Context: an optimization exercise on an open-source flow, tuned for small area. The choices shown serve that exercise and are no tape-out recipe. In this exercise RTL edits were held to simulation tests only and were not proved equivalent to the original. The flow treats the clock pin as an ideal source, which a real chip does not have. Power is estimated from default activity; no workload was simulated.

**flow/flow/run.sh**
```bash
#!/bin/bash
# Layout flow:
# - synthesis: the standard synthesis script, with an area-oriented ABC
#   mapping, and the read-port group modules of the RTL kept whole through
#   mapping (flattened at the end as usual; registers are the standard
#   synthesis's);
# - ports: buf_2 on each input and buf_1 on each output (pre_gp.tcl);
# - repair: no buffer larger than buf_2;
# - clock tree: clkbuf_8 clusters of up to 30 sinks, no dummy loads, then
#   clock buffers upsized where a register clock pin sees a slow edge.
# Each tool's output is in flow_*.log here and in orfs/logs.
set -euo pipefail
export LEAN_WORK=$PWD
export LEAN_FLOW=$PWD/flow
export LEAN_ABC_SCRIPT=$LEAN_FLOW/abc_area.script
keep="packet_fifo_sf_rd3 packet_fifo_sf_rd2 packet_fifo_sf_nand4 packet_fifo_sf_nand3"
bash standard.sh SYNTH_SCRIPT=$LEAN_FLOW/synth.tcl "SYNTH_KEEP_MODULES=$keep" synth > flow_synth.log 2>&1

# the platform's own dont_use list (ORFS sky130hd config.mk), plus larger buffers
plat_du="sky130_fd_sc_hd__probe_p_8 sky130_fd_sc_hd__probec_p_8 sky130_fd_sc_hd__lpflow_bleeder_1 sky130_fd_sc_hd__lpflow_clkbufkapwr_1 sky130_fd_sc_hd__lpflow_clkbufkapwr_16 sky130_fd_sc_hd__lpflow_clkbufkapwr_2 sky130_fd_sc_hd__lpflow_clkbufkapwr_4 sky130_fd_sc_hd__lpflow_clkbufkapwr_8 sky130_fd_sc_hd__lpflow_clkinvkapwr_1 sky130_fd_sc_hd__lpflow_clkinvkapwr_16 sky130_fd_sc_hd__lpflow_clkinvkapwr_2 sky130_fd_sc_hd__lpflow_clkinvkapwr_4 sky130_fd_sc_hd__lpflow_clkinvkapwr_8 sky130_fd_sc_hd__lpflow_decapkapwr_12 sky130_fd_sc_hd__lpflow_decapkapwr_3 sky130_fd_sc_hd__lpflow_decapkapwr_4 sky130_fd_sc_hd__lpflow_decapkapwr_6 sky130_fd_sc_hd__lpflow_decapkapwr_8 sky130_fd_sc_hd__lpflow_inputiso0n_1 sky130_fd_sc_hd__lpflow_inputiso0p_1 sky130_fd_sc_hd__lpflow_inputiso1n_1 sky130_fd_sc_hd__lpflow_inputiso1p_1 sky130_fd_sc_hd__lpflow_inputisolatch_1 sky130_fd_sc_hd__lpflow_isobufsrc_1 sky130_fd_sc_hd__lpflow_isobufsrc_16 sky130_fd_sc_hd__lpflow_isobufsrc_2 sky130_fd_sc_hd__lpflow_isobufsrc_4 sky130_fd_sc_hd__lpflow_isobufsrc_8 sky130_fd_sc_hd__lpflow_isobufsrckapwr_16 sky130_fd_sc_hd__lpflow_lsbuf_lh_hl_isowell_tap_1 sky130_fd_sc_hd__lpflow_lsbuf_lh_hl_isowell_tap_2 sky130_fd_sc_hd__lpflow_lsbuf_lh_hl_isowell_tap_4 sky130_fd_sc_hd__lpflow_lsbuf_lh_isowell_4 sky130_fd_sc_hd__lpflow_lsbuf_lh_isowell_tap_1 sky130_fd_sc_hd__lpflow_lsbuf_lh_isowell_tap_2 sky130_fd_sc_hd__lpflow_lsbuf_lh_isowell_tap_4"
extra_du="sky130_fd_sc_hd__buf_4 sky130_fd_sc_hd__buf_6 sky130_fd_sc_hd__buf_8 sky130_fd_sc_hd__buf_12 sky130_fd_sc_hd__buf_16 sky130_fd_sc_hd__bufbuf_8 sky130_fd_sc_hd__bufbuf_16 sky130_fd_sc_hd__clkbuf_4 sky130_fd_sc_hd__clkbuf_8 sky130_fd_sc_hd__clkbuf_16"

export PRE_GLOBAL_PLACE_TCL=$LEAN_FLOW/pre_gp.tcl
export CTS_ARGS="-sink_clustering_enable -repair_clock_nets -buf_list sky130_fd_sc_hd__clkbuf_8 -sink_clustering_size 30 -sink_clustering_max_diameter 80 -dont_use_dummy_load"
export POST_CTS_TCL=$LEAN_FLOW/post_cts.tcl
bash standard.sh SYNTH_SCRIPT=$LEAN_FLOW/synth.tcl "SYNTH_KEEP_MODULES=$keep" "DONT_USE_CELLS=$plat_du $extra_du" DONT_BUFFER_PORTS=1 finish > flow_layout.log 2>&1
```
**flow/flow/abc_area.script**
```
&get -n
&st
&dch
&nf -a
&st
&dch
&nf -a
&st
&dch
&nf -a
&put
```
**flow/flow/clkfix.tcl**
```tcl
# After clock tree synthesis: upsize the clock buffers whose sinks see a slow
# clock edge, so every register clock pin keeps a fast transition.
proc clk_slew_fix {thr} {
  set total 0
  estimate_parasitics -placement
  for {set pass 0} {$pass < 3} {incr pass} {
    set bufs [dict create]
    foreach pin [get_pins -hierarchical */CLK] {
      if {[get_property $pin slew_max] <= $thr} { continue }
      set net [get_nets -of_objects $pin]
      foreach d [get_pins -of_objects $net -filter "direction == output"] {
        dict set bufs [get_name [get_cells -of_objects $d]] 1
      }
    }
    set n 0
    foreach b [dict keys $bufs] {
      set cell [get_cells $b]
      set ref [get_property $cell ref_name]
      if {$ref eq "sky130_fd_sc_hd__clkbuf_16"} {
        # drive is at its largest: strengthen the buffer above it instead
        set in [get_pins -of_objects $cell -filter "direction == input"]
        foreach d [get_pins -of_objects [get_nets -of_objects $in] -filter "direction == output"] {
          set up [get_cells -of_objects $d]
          if {[string match "*clkbuf*" [get_property $up ref_name]] && [get_property $up ref_name] ne "sky130_fd_sc_hd__clkbuf_16"} {
            replace_cell $up sky130_fd_sc_hd__clkbuf_16; incr n
          }
        }
        continue
      }
      if {[string match "*clkbuf*" $ref]} { replace_cell $cell sky130_fd_sc_hd__clkbuf_16; incr n }
    }
    set total [expr {$total + $n}]
    if {$n == 0} { break }
    estimate_parasitics -placement
  }
  puts "clk_slew_fix: upsized $total clock buffers"
  detailed_placement
  estimate_parasitics -placement
}
```
**flow/flow/post_cts.tcl**
```tcl
source $::env(LEAN_FLOW)/clkfix.tcl
clk_slew_fix 0.11
```
**flow/flow/pre_gp.tcl**
```tcl
# Port buffers: buf_2 on the inputs, buf_1 on the outputs (each output drives
# only its port's load).
buffer_ports -inputs -buffer_cell sky130_fd_sc_hd__buf_2
buffer_ports -outputs -buffer_cell sky130_fd_sc_hd__buf_1
```
**flow/flow/synth.tcl**
```tcl
# The standard synthesis script, with the final ABC mapping run from an
# area-oriented script instead of ORFS's speed script. Registers are untouched.
proc abc {args} {
  set i [lsearch $args -script]
  if {$i >= 0} { lset args [expr {$i + 1}] $::env(LEAN_ABC_SCRIPT) }
  yosys abc {*}$args
}
source $::env(LEAN_WORK)/synth_recipe.tcl
```
**flow/standard.sh**
```bash
#!/bin/bash
# synth_recipe.tcl (not shown) runs the flow's synth.tcl, then flattens the netlist and writes it again
# the make line also repeats each setting of config.mk as NAME=value (left out here)
make -C /OpenROAD-flow-scripts/flow DESIGN_CONFIG=/design/flow/config.mk WORK_HOME=/design/flow/orfs CLKGATE_MAP_FILE= SYNTH_SCRIPT=/design/flow/synth_recipe.tcl "${@:-finish}"
```
**flow/config.mk**
```make
export PLATFORM = sky130hd
export DESIGN_NAME = packet_fifo_sf
export DESIGN_NICKNAME = packet_fifo_sf
export VERILOG_FILES = /design/flow/design.v
export SDC_FILE = /design/flow/constraint.sdc
export NUM_CORES = 4
export LEC_CHECK = 0
export CAP_MARGIN = 20
export CORE_MARGIN = 2
export CORE_UTILIZATION = 62
export GPL_TIMING_DRIVEN = 0
export PLACE_DENSITY = 0.8
export SLEW_MARGIN = 20
```
**flow/constraint.sdc**
```tcl
create_clock -name core_clock -period 7.0 [get_ports {clk}]
set_input_delay 1.4000 -clock core_clock [delete_from_list [all_inputs] [get_ports {clk}]]
set_output_delay 1.4000 -clock core_clock [all_outputs]
set_load 0.01 [all_outputs]
```
**flow/design.v**
```verilog
module packet_fifo_sf #(
    parameter int DATA_W = 8,
    parameter int ADDR_W = 7,
    parameter int CNT_W  = 16
) (
    input  logic              clk,
    input  logic              rst,
    input  logic              wr_en,
    input  logic              wr_first,
    input  logic              wr_last,
    input  logic              wr_abort,
    input  logic [DATA_W-1:0] wr_data,
    input  logic              rd_ready,
    output logic              rd_valid,
    output logic [DATA_W-1:0] rd_data,
    output logic              rd_first,
    output logic              rd_last,
    output logic              empty,
    output logic              full,
    output logic [ADDR_W:0]   level,
    output logic [ADDR_W:0]   pkt_count,
    output logic [CNT_W-1:0]  drop_count
);
    localparam int DEPTH = 1 << ADDR_W;
    logic              in_pkt, in_drop;
    logic [ADDR_W:0]   rd_ptr, commit_ptr, wr_ptr, wr_ptr_nxt;
    logic [ADDR_W:0]   base_ptr;
    logic [DATA_W:0]   mem [DEPTH];    
    logic [DATA_W:0]   rd_word;
    logic              nxt_first;      
    logic              frame_err, accept, space_ok, stored;
    logic              mem_we, commit, rd_load, rd_take_last, rd_avail;
    logic [1:0]        drop_add;
    logic [CNT_W:0]    drop_sum;
    assign base_ptr  = wr_first ? commit_ptr : wr_ptr;
    assign space_ok  = !((base_ptr[ADDR_W-1:0] == rd_ptr[ADDR_W-1:0]) &&
                         (base_ptr[ADDR_W] != rd_ptr[ADDR_W]));
    assign frame_err = in_pkt && wr_first;
    assign accept    = in_pkt || wr_first;
    assign stored    = wr_en && !wr_abort && accept;
    assign mem_we     = stored && space_ok;
    assign commit     = mem_we && wr_last;
    assign wr_ptr_nxt = mem_we ? base_ptr + 1'b1 :
                        ((wr_abort && in_pkt) || stored) ? commit_ptr : wr_ptr;
    always_comb begin
        drop_add = 2'd0;
        if (wr_abort)
            drop_add = {1'b0, in_pkt};
        else if (wr_en) begin
            if (!accept)
                drop_add = {1'b0, !in_drop};
            else if (!space_ok)
                drop_add = frame_err ? 2'd2 : 2'd1;
            else
                drop_add = {1'b0, frame_err};
        end
    end
    always_ff @(posedge clk or posedge rst) begin
        if (rst) begin
            in_pkt  <= 1'b0;
            in_drop <= 1'b0;
        end else if (wr_abort) begin
            in_pkt  <= 1'b0;
            in_drop <= 1'b0;
        end else if (wr_en) begin
            if (accept) begin
                in_pkt  <= !wr_last && space_ok;
                in_drop <= !wr_last && !space_ok;
            end else if (wr_last) begin
                in_pkt  <= 1'b0;
                in_drop <= 1'b0;
            end
        end
    end
    always_ff @(posedge clk) begin
        if (mem_we)
            mem[base_ptr[ADDR_W-1:0]] <= {wr_last, wr_data};
    end
    localparam int NG3 = DEPTH / 3;              
    localparam int NG  = (DEPTH + 2) / 3;        
    localparam int NQ  = (NG + 3) / 4;           
    logic [DEPTH-1:0]  rd_sel;
    logic [DATA_W:0]   grp_n [NG];
    logic [DATA_W:0]   quad  [NQ];
    always_comb
        for (int i = 0; i < DEPTH; i++)
            rd_sel[i] = (rd_ptr[ADDR_W-1:0] == ADDR_W'(i));
    for (genvar g = 0; g < NG3; g++) begin : g_rd3
        packet_fifo_sf_rd3 u_rd3 (
            .sel(rd_sel[3*g +: 3]), .d0(mem[3*g]), .d1(mem[3*g+1]), .d2(mem[3*g+2]),
            .y_n(grp_n[g]));
    end
    if (DEPTH % 3 == 2) begin : g_rd2
        packet_fifo_sf_rd2 u_rd2 (
            .sel(rd_sel[3*NG3 +: 2]), .d0(mem[3*NG3]), .d1(mem[3*NG3+1]),
            .y_n(grp_n[NG3]));
    end
    if (DEPTH % 3 == 1) begin : g_rd1
        assign grp_n[NG3] = ~(mem[3*NG3] & {(DATA_W+1){rd_sel[3*NG3]}});
    end
    for (genvar q = 0; q < NG / 4; q++) begin : g_quad
        packet_fifo_sf_nand4 u_quad (
            .a(grp_n[4*q]), .b(grp_n[4*q+1]), .c(grp_n[4*q+2]), .d(grp_n[4*q+3]),
            .y(quad[q]));
    end
    if (NG % 4 == 3) begin : g_tri
        packet_fifo_sf_nand3 u_tri (
            .a(grp_n[NG-3]), .b(grp_n[NG-2]), .c(grp_n[NG-1]), .y(quad[NQ-1]));
    end
    if (NG % 4 == 2) begin : g_duo
        assign quad[NQ-1] = ~(grp_n[NG-2] & grp_n[NG-1]);
    end
    if (NG % 4 == 1) begin : g_uno
        assign quad[NQ-1] = ~grp_n[NG-1];
    end
    always_comb begin
        rd_word = '0;
        for (int q = 0; q < NQ; q++)
            rd_word = rd_word | quad[q];
    end
    assign rd_avail     = (rd_ptr != commit_ptr);
    assign rd_load      = (!rd_valid || rd_ready) && rd_avail;
    assign rd_take_last = rd_valid && rd_ready && rd_last;
    assign drop_sum     = {1'b0, drop_count} + (CNT_W+1)'(drop_add);
    always_ff @(posedge clk or posedge rst) begin
        if (rst) begin
            wr_ptr     <= '0;
            commit_ptr <= '0;
            rd_ptr     <= '0;
            rd_valid   <= 1'b0;
            rd_first   <= 1'b0;
            rd_last    <= 1'b0;
            rd_data    <= '0;
            nxt_first  <= 1'b1;
            pkt_count  <= '0;
            drop_count <= '0;
        end else begin
            wr_ptr <= wr_ptr_nxt;
            if (commit)
                commit_ptr <= wr_ptr_nxt;
            if (rd_load) begin
                {rd_last, rd_data} <= rd_word;
                rd_first  <= nxt_first;
                nxt_first <= rd_word[DATA_W];
                rd_valid  <= 1'b1;
                rd_ptr    <= rd_ptr + 1'b1;
            end else if (rd_ready) begin
                rd_valid <= 1'b0;
            end
            case ({commit, rd_take_last})
                2'b10:   pkt_count <= pkt_count + 1'b1;
                2'b01:   pkt_count <= pkt_count - 1'b1;
                default: pkt_count <= pkt_count;
            endcase
            drop_count <= drop_sum[CNT_W] ? {CNT_W{1'b1}} : drop_sum[CNT_W-1:0];
        end
    end
    assign level = wr_ptr - rd_ptr;
    assign full  = (wr_ptr ^ rd_ptr) == {1'b1, {ADDR_W{1'b0}}};
    assign empty = !rd_avail && !rd_valid;
endmodule
module packet_fifo_sf_rd3 #(
    parameter int W = 9
) (
    input  logic [2:0]   sel,
    input  logic [W-1:0] d0,
    input  logic [W-1:0] d1,
    input  logic [W-1:0] d2,
    output logic [W-1:0] y_n
);
    assign y_n = ~(({W{sel[0]}} & d0) | ({W{sel[1]}} & d1) | ({W{sel[2]}} & d2));
endmodule
module packet_fifo_sf_rd2 #(
    parameter int W = 9
) (
    input  logic [1:0]   sel,
    input  logic [W-1:0] d0,
    input  logic [W-1:0] d1,
    output logic [W-1:0] y_n
);
    assign y_n = ~(({W{sel[0]}} & d0) | ({W{sel[1]}} & d1));
endmodule
module packet_fifo_sf_nand4 #(
    parameter int W = 9
) (
    input  logic [W-1:0] a,
    input  logic [W-1:0] b,
    input  logic [W-1:0] c,
    input  logic [W-1:0] d,
    output logic [W-1:0] y
);
    assign y = ~(a & b & c & d);
endmodule
module packet_fifo_sf_nand3 #(
    parameter int W = 9
) (
    input  logic [W-1:0] a,
    input  logic [W-1:0] b,
    input  logic [W-1:0] c,
    output logic [W-1:0] y
);
    assign y = ~(a & b & c);
endmodule
```
==> results of run 1 <==
## critical path: stages
cell      delay [ns]
buf_2           0.35
mux2i_1         0.65
xnor2_1         0.15
nor4_1          0.79
nand2_1         0.26
xnor2_1         0.21
nand2_1         0.08
o21a_1          0.20
ha_1            0.21
clkinv_1        0.08
fa_1            0.43
and4b_1         0.32
and3_1          0.20
and3_1          0.21
nand4_1         0.24
nor2_1          0.20
nand2_1         0.30
o21ai_0         0.22
## state kept, by name (all words and copies together) (netlist names)
signal,flops
rd_last,1
nxt_first,1
mem,1152
commit_ptr,8
drop_count,16
in_pkt,1
in_drop,1
rd_first,1
rd_ptr,8
rd_valid,1
wr_ptr,8
rd_data,8
pkt_count,8
## per-module statistics from Yosys (local to each module, per instance)
module | copies in the design | area, um^2
packet_fifo_sf | 1 | 39580
packet_fifo_sf_rd3 | 42 | 90.09
packet_fifo_sf_rd2 | 1 | 67.56
packet_fifo_sf_nand3 | 1 | 45.04
packet_fifo_sf_nand4 | 10 | 56.30
## logic make-up (layout without fill, tap and decap cells)
group                    Yosys count  in the layout  share of synthesized area (%)
AND/OR/NAND/NOR                  564            564                          5.765
adder cells (fa/ha/maj)           24             24                         0.7331
multiplexers                      21             21                         0.5058
buffers and inverters             23            158                         0.1960
AO/OA/AOI/OAI                    462            462                          9.800
flip-flops                      1214           1214                          82.09
XOR/XNOR                          46             46                         0.9149
other                              0              3                              0
## Yosys cell counts, drive strengths merged
library cell and instances:
nand3 36, a31oi 3, fa 3, and4b 1, nor2b 5, mux2 10
nor4bb 1, a32o 1, xnor2 32, nand2 75, nor4 20, a211oi 1
a21oi 25, o41ai 1, nand4 96, clkinv 23, edfxtp 1152, a22o 1
o31ai 1, o32a 1, nand2b 6, a222oi 378, and3 7, a21o 8
dfstp 1, a41oi 8, nor2 298, nor3 15, dfrtp 61, o21a 1
o21bai 2, o21ai 20, and2 1, mux2i 11, or2 1, or3 2
xor2 14, a22oi 11, ha 21
## layer usage
metal	share of wire, %	wire [um]
met1	34	37810
met2	47	52820
met3	14	15880
met4	4.7	5228
met5	0	0
## placed cells by master (no fill, tap or decap), types with 13 or more instances in the layout
cell type  instances
a21oi_1           23
a222oi_1         378
buf_1             45
buf_2             42
clkbuf_16         41
clkinv_1          22
dfrtp_1           61
edfxtp_1        1152
ha_1              21
nand2_1           75
nand3_1           36
nand4_1           96
nor2_1           298
nor3_1            13
nor4_1            19
o21ai_0           20
xnor2_1           32
xor2_1            14
## metrics by stage
stage | power (W) | instances | area (um^2)
finish | 0.01376 | 3432 | 46760
global route | 0.01407 | 3429 | 46750
detailed placement | 0.01071 | 3381 | 45620
global placement | 0.01062 | 3353 | 45450
floorplan | 0.009569 | 2354 | 44030
## worst max path at each step
| stage | startpoint | end | slack [ns] |
|---|---|---|---|
| finish | wr_first | drop_count[4] | 1.14 |
| global route | wr_first | drop_count[4] | 0.97 |
| detailed placement | wr_first | drop_count[4] | 0.46 |
| global placement | wr_first | pkt_count[7] | -0.30 |
| floorplan | wr_first | pkt_count[7] | 1.38 |
## layout make-up
type	instances	area share, %
Inverter	23	0.1873
Multi-Input combinational cell	1117	16.77
Sequential cell	1214	77.30
Tap cell	940	2.515
Clock buffer	48	2.400
Antenna cell	3	0.01605
Timing Repair Buffer	87	0.8108
## power groups by stage
stage	clock [W]	combinational [W]	sequential, W
6_report	0.00310	0.00237	0.00829
5_1_grt	0.00332	0.00244	0.00831
3_5_place_dp	0	0.00226	0.00845
3_3_place_gp	0	0.00218	0.00844
2_1_floorplan	0	0.00116	0.00841
==> summary.txt, run 1 <==
status timing/DRC/antenna clean; vias 25810; Fin. Hold Viols 0; num rows 97; Core Util, Final about 67%; Initial Utilization 62.77%; first-pass GRT wire length 160.8 mm; Top-Level Pins 60; register area share after synthesis 82.09%; synthesized cell area 44030 um^2; average size of a mapped cell 18.71 um^2; M3 GR Usage under 10%; Final period util 83.78%; Hold Startpoint pkt_count[7]; crit-path max FO 14; fmax 0.1705 GHz; Setup CP Type input pin to register; routability congestion estimate 0.9169; Iter 0 DRT Violations 5926; Setup-failing EPs final 0; dpl hpwl ~74 mm; Critical Path RT 7.67 ns; Synth Warn # 3; layout cells sized above 1 3.897%; top cells by area, synth edfxtp_1, a222oi_1, dfrtp_1; core area 70150 um^2; Worst slew margin 20.90%; number of synthesized register bits 1214; CP Launch Type input pin; total wire length ~110 mm; CTS tree yes; RSZ-0062 raised after global routing no; drc violations 0; measured slew at the worst slew-check pin 1.176 ns; largest net degree at the start of global routing 47; Die Y 270.5 um; vias in the first global route 24600; Post-Synthesis Cells 2354; peak supply drop 0.1909 mV; Final min period 5.865 ns; Clock Pin Slew Worst Setup and Hold Paths 0.11 ns; clock sinks 1214; Reg-to-Reg End drop_count[4]; Die Wd 270.5 um; average wire per standard cell between 30 and 40 um; Area Overhead vs Synth 6.188%; R2R Path Start commit_ptr[4]; register share of total power 60.3%; Clock Latency Late Sink 0.77 ns; unique cell type count in the Yosys netlist 39; pins over their slew limit 0; Mapped Nets ~2400; worst min path class register to register; final hold slack 0.4748 ns; port bufs 59; GRT Max-Usage Layer met2; WHS Path Cells 1; FF-to-FF path depth 17; post-route ant nets 0; Gate power share 17.2%; detailed-route vias per instance 7.521; LEAKAGE 14.21 nW; Clock Skew around 0.070 ns; WHS Endpoint pkt_count[7]; nets 2530; register area 36150 um^2; multi-input logic area between 7000 and 8000 um^2; met2 usage 47.67%; switching power share of the total between 20% and 30%; M1 GR Usage 41.38%; FILL cells 4475; Die ar. 73170 um^2; R2R Setup Slk 1.81 ns; power share of the clock group 22.5%; pwr dens 294.2 nW/um^2; pre-CTS setup slack 0.4584 ns; Int Pwr 0.009849 W; Fin Setup TNS 0 ns; Max-Cap Viols 0; data arrival at the endpoint of the critical path approximately 6.5 ns; 1st-pass router iterations 13; initial antenna violation count 2; post-layout worst setup margin 1.135 ns; Synth area leader edfxtp_1; Crit. End Element register; Yosys top cell area share 78.56%; Net Sw Power just under 0.004 W; GRT Util Overall 30.16%; grt ovf 0
==> run 2: changes to the inputs <==
--- a/flow/design.v
+++ b/flow/design.v
@@ -42,4 +42,4 @@
     assign commit     = mem_we && wr_last;
-    assign wr_ptr_nxt = mem_we ? base_ptr + 1'b1 :
-                        ((wr_abort && in_pkt) || stored) ? commit_ptr : wr_ptr;
+    assign wr_ptr_nxt = (((wr_abort && in_pkt) || (stored && (wr_first || !space_ok))) ?
+                         commit_ptr : wr_ptr) + (ADDR_W+1)'(mem_we);
     always_comb begin
@@ -145,3 +145,2 @@
                 rd_valid  <= 1'b1;
-                rd_ptr    <= rd_ptr + 1'b1;
             end else if (rd_ready) begin
@@ -149,7 +148,4 @@
             end
-            case ({commit, rd_take_last})
-                2'b10:   pkt_count <= pkt_count + 1'b1;
-                2'b01:   pkt_count <= pkt_count - 1'b1;
-                default: pkt_count <= pkt_count;
-            endcase
+            pkt_count <= pkt_count + {{ADDR_W{rd_take_last && !commit}}, commit ^ rd_take_last};
+            rd_ptr     <= rd_ptr + (ADDR_W+1)'(rd_load);
             drop_count <= drop_sum[CNT_W] ? {CNT_W{1'b1}} : drop_sum[CNT_W-1:0];
==> run 2 against run 1 <==
Compared with the run above:
- sequential cell count unchanged
- first-iteration DRC count down 4.3%
- cell count down 1.3%
- worst hold slack better by 0.022 ns
- setup slack better by 0.27 ns
- synthesized cell count down 2.0%
- clock power about the same
- die area down 0.41%
- global-route usage down 0.33 points
- design area down 0.36%
- sequential power down 0.6%
- critical endpoint is now drop_count[13]
- largest cell class unchanged
==> summary.txt, run 2 <==
Fin. Hold Viols 0; CTS tree yes; pwr dens 289.1 nW/um^2; Setup CP Type input pin to register; Mapped Nets about 2300; top cells by count, synth edfxtp_1, a222oi_1, nor2_1; Post-synth top flop edfxtp_1; CP Launch Type input pin; register area 36150 um^2; GRT Util Overall slightly below 30%; Clock Latency Late Sink between 0.7 and 0.8 ns; Final Instance Area between 40000 and 50000 um^2; Clock Pin Slew Worst Setup and Hold Paths 0.11 ns; nets 2490; Clock Skew 0.07010 ns; drc violations 0; number of synthesized register bits about 1200; post-route ant nets 0; Critical Path RT 7.68 ns; FILL cells 4440; initial antenna violation count 4; grt ovf 0; critical path depth 21; Fin Setup TNS 0 ns; core area 70030 um^2; vias in the first global route approximately 24000; top cells by area, synth edfxtp_1, a222oi_1, dfrtp_1; fmax 0.1787 GHz; Die Y 269.9 um; Top delay family on crit path simple AND/OR/NAND/NOR gates; measured slew at the worst slew-check pin 1.279 ns; Post-Synthesis Cells 2307; most frequent cells in the layout edfxtp_1, a222oi_1, nor2_1, nand4_1, dfrtp_1; Yosys top cell area share between 70% and 80%; max reg flops about 1200; final hold slack ~0.5 ns; port bufs between 50 and 60; total wire length 109.8 mm; Crit. End Element register; Max-Cap Viols 0; layout cells sized above 1 4.412%; Final period util 79.94%; worst min path class register to register; first-pass GRT wire length 160.0 mm; RSZ-0062 raised after global routing no; most common cell after layout, fill and taps aside edfxtp_1; multi-input logic area 7636 um^2; Die Wd 269.9 um; status timing/DRC/antenna clean; Buf/Inv on CP 4; Iter 0 DRT Violations 5674; Final min period 5.596 ns; average wire per standard cell between 30 and 40 um; clock sinks between 1000 and 1500; pins over their slew limit 0; CP max-delay cell mux2i_1; FF-to-FF path depth 9; Worst slew margin 14.51%; num rows 97; vias about 25000; post-synthesis async set-or-reset flop share 5.107%; LEAKAGE 14.12 nW; dpl hpwl approximately 72 mm; crit-path max FO 14; detailed-route vias per instance 7.479; Synth area leader edfxtp_1; Top-Level Pins 60; Die ar. 72870 um^2; Largest stage delay, worst path roughly 0.7 ns; Synth Warn # 3; largest net degree at the start of global routing 48; WHS Path Cells 2; data arrival at the endpoint of the critical path 6.27 ns; 1st-pass router iterations 10; synthesized cell area approximately 44000 um^2; register area share after synthesis 82.43%; critical-path cell list buf_2 -> mux2i_1 -> xnor2_1 -> nor4_1 -> nand3_1 -> clkinv_1 -> ha_1 -> o211ai_1 -> nand2_1 -> ha_1 -> clkinv_1 -> fa_1 -> clkinv_1 -> and4_1 -> and3_1 -> and3_1 -> nand4_1 -> nor2_1 -> nand3_1 -> a21boi_0 -> o21ai_0; placed inst area between 40000 and 50000 um^2; EDFF count, synth 1152; Initial Utilization between 60% and 70%; most frequent cell after synthesis edfxtp_1; Crit path top cell by count clkinv_1; Area Overhead vs Synth 6.254%; unique cell type count in the Yosys netlist 37; peak supply drop roughly 0.23 mV; Setup-failing EPs final 0; routability congestion estimate 0.9061; average size of a mapped cell 19.01 um^2
run 2: path summary, 6_finish.rpt:
check | start | to | slack, ns
max in group asynchronous | rst | wr_ptr[4] | 5.19
min reg2reg | nxt_first | nxt_first | 0.50
max reg2reg | rd_ptr[1] | rd_last | 1.96
min | nxt_first | nxt_first | 0.50
min in group asynchronous | rst | pkt_count[4] | 0.65
max | wr_first | drop_count[13] | 1.40
run 2: cells by family after synthesis:
kind of cell               synth area share (%)
AOI/OAI and AO/OA                         9.724
adders and majority gates                0.7647
xor gates and xnor gates                 0.8389
buffers and inverters                    0.2226
DFF                                       82.43
muxes                                    0.5507
and+or+nand+nor                           5.470
run 2: cell type report:
cell class	count	share of cell area, %
clock buffer	47	2.403
sequential	1214	77.58
tap	940	2.524
multi-input combinational	1067	16.39
timing repair buffer	94	0.8889
antenna	1	0.005371
inverter	26	0.2121
run 2: power by group:
| part | switching (W) | internal (W) | total (W) |
|---|---|---|---|
| Combinational | 0.00155 | 0.000589 | 0.00214 |
| Clock | 0.00195 | 0.00113 | 0.00308 |
| Sequential | 0.000165 | 0.00808 | 0.00824 |
| Total | 0.00367 | 0.00980 | 0.0135 |
run 2: worst min-delay path, delay by kind of cell (launching register included):
kind	cells	cell delay, ns
flip-flops	1	0.38
AO/OA/AOI/OAI	1	0.08
buffers and inverters	1	0.04
run 2: modules after synthesis (local to each module, per instance):
| module | cell area [um^2] | flops+latches | times used |
|---|---|---|---|
| packet_fifo_sf | 39390 | 1214 | 1 |
| packet_fifo_sf_nand4 | 56.30 | 0 | 10 |
| packet_fifo_sf_rd3 | 90.09 | 0 | 42 |
| packet_fifo_sf_nand3 | 45.04 | 0 | 1 |
| packet_fifo_sf_rd2 | 67.56 | 0 | 1 |
run 2: routing by layer:
layer	part of all wire, %	track usage [%]	routed length (um)	vias up
met5	0.024	0	26	-
met4	4.6	11.35	5084	4
met3	14	6.339	15160	277
met2	47	47.43	51560	2145
met1	35	41.20	37940	12560
li1	-	-	-	10360
run 2: stage by stage:
step / util, % / total power [W] / worst slack (ns) / instances
floorplan: - / 0.009428 / 2.172 / 2307
global placement: 64.64 / 0.01037 / 0.7432 / 3306
detailed placement: 64.93 / 0.01045 / 0.8949 / 3341
global route: 66.54 / 0.01377 / 1.155 / 3389
finish: 66.54 / 0.01347 / 1.404 / 3389

==> static timing again, ports no longer ideal <==
The flow's constraints put no driver on any port. The routed layouts listed below were extracted and timed again, unchanged, in two steps. Step 1 (the two cells are an assumption about what drives the block):
set clk [get_ports {clk}]
set_driving_cell -lib_cell sky130_fd_sc_hd__clkbuf_16 $clk
set_driving_cell -lib_cell sky130_fd_sc_hd__buf_2 [delete_from_list [all_inputs] $clk]
Step 2 moves the port delays by t, midway between the first and last clock arrival at a register: inputs arrive t later, outputs are due t later. That takes back most of the time a late clock gives input paths. Three values: ideal, step 1, step 2; two values: the first two.
run | t (ns) | setup slack, ns | slew at the worst register clock pin (ns)
run 1 | 0.795 | 1.135 / 1.142 / 0.347 | 0.12 / 0.12
run 2 | 0.808 | 1.404 / 1.425 / 0.617 | 0.11 / 0.11
After both steps setup and hold are still met in every run listed. The setup slack of run 1, which loses most, moves by +0.007 ns with the drivers and by -0.788 ns with both steps.
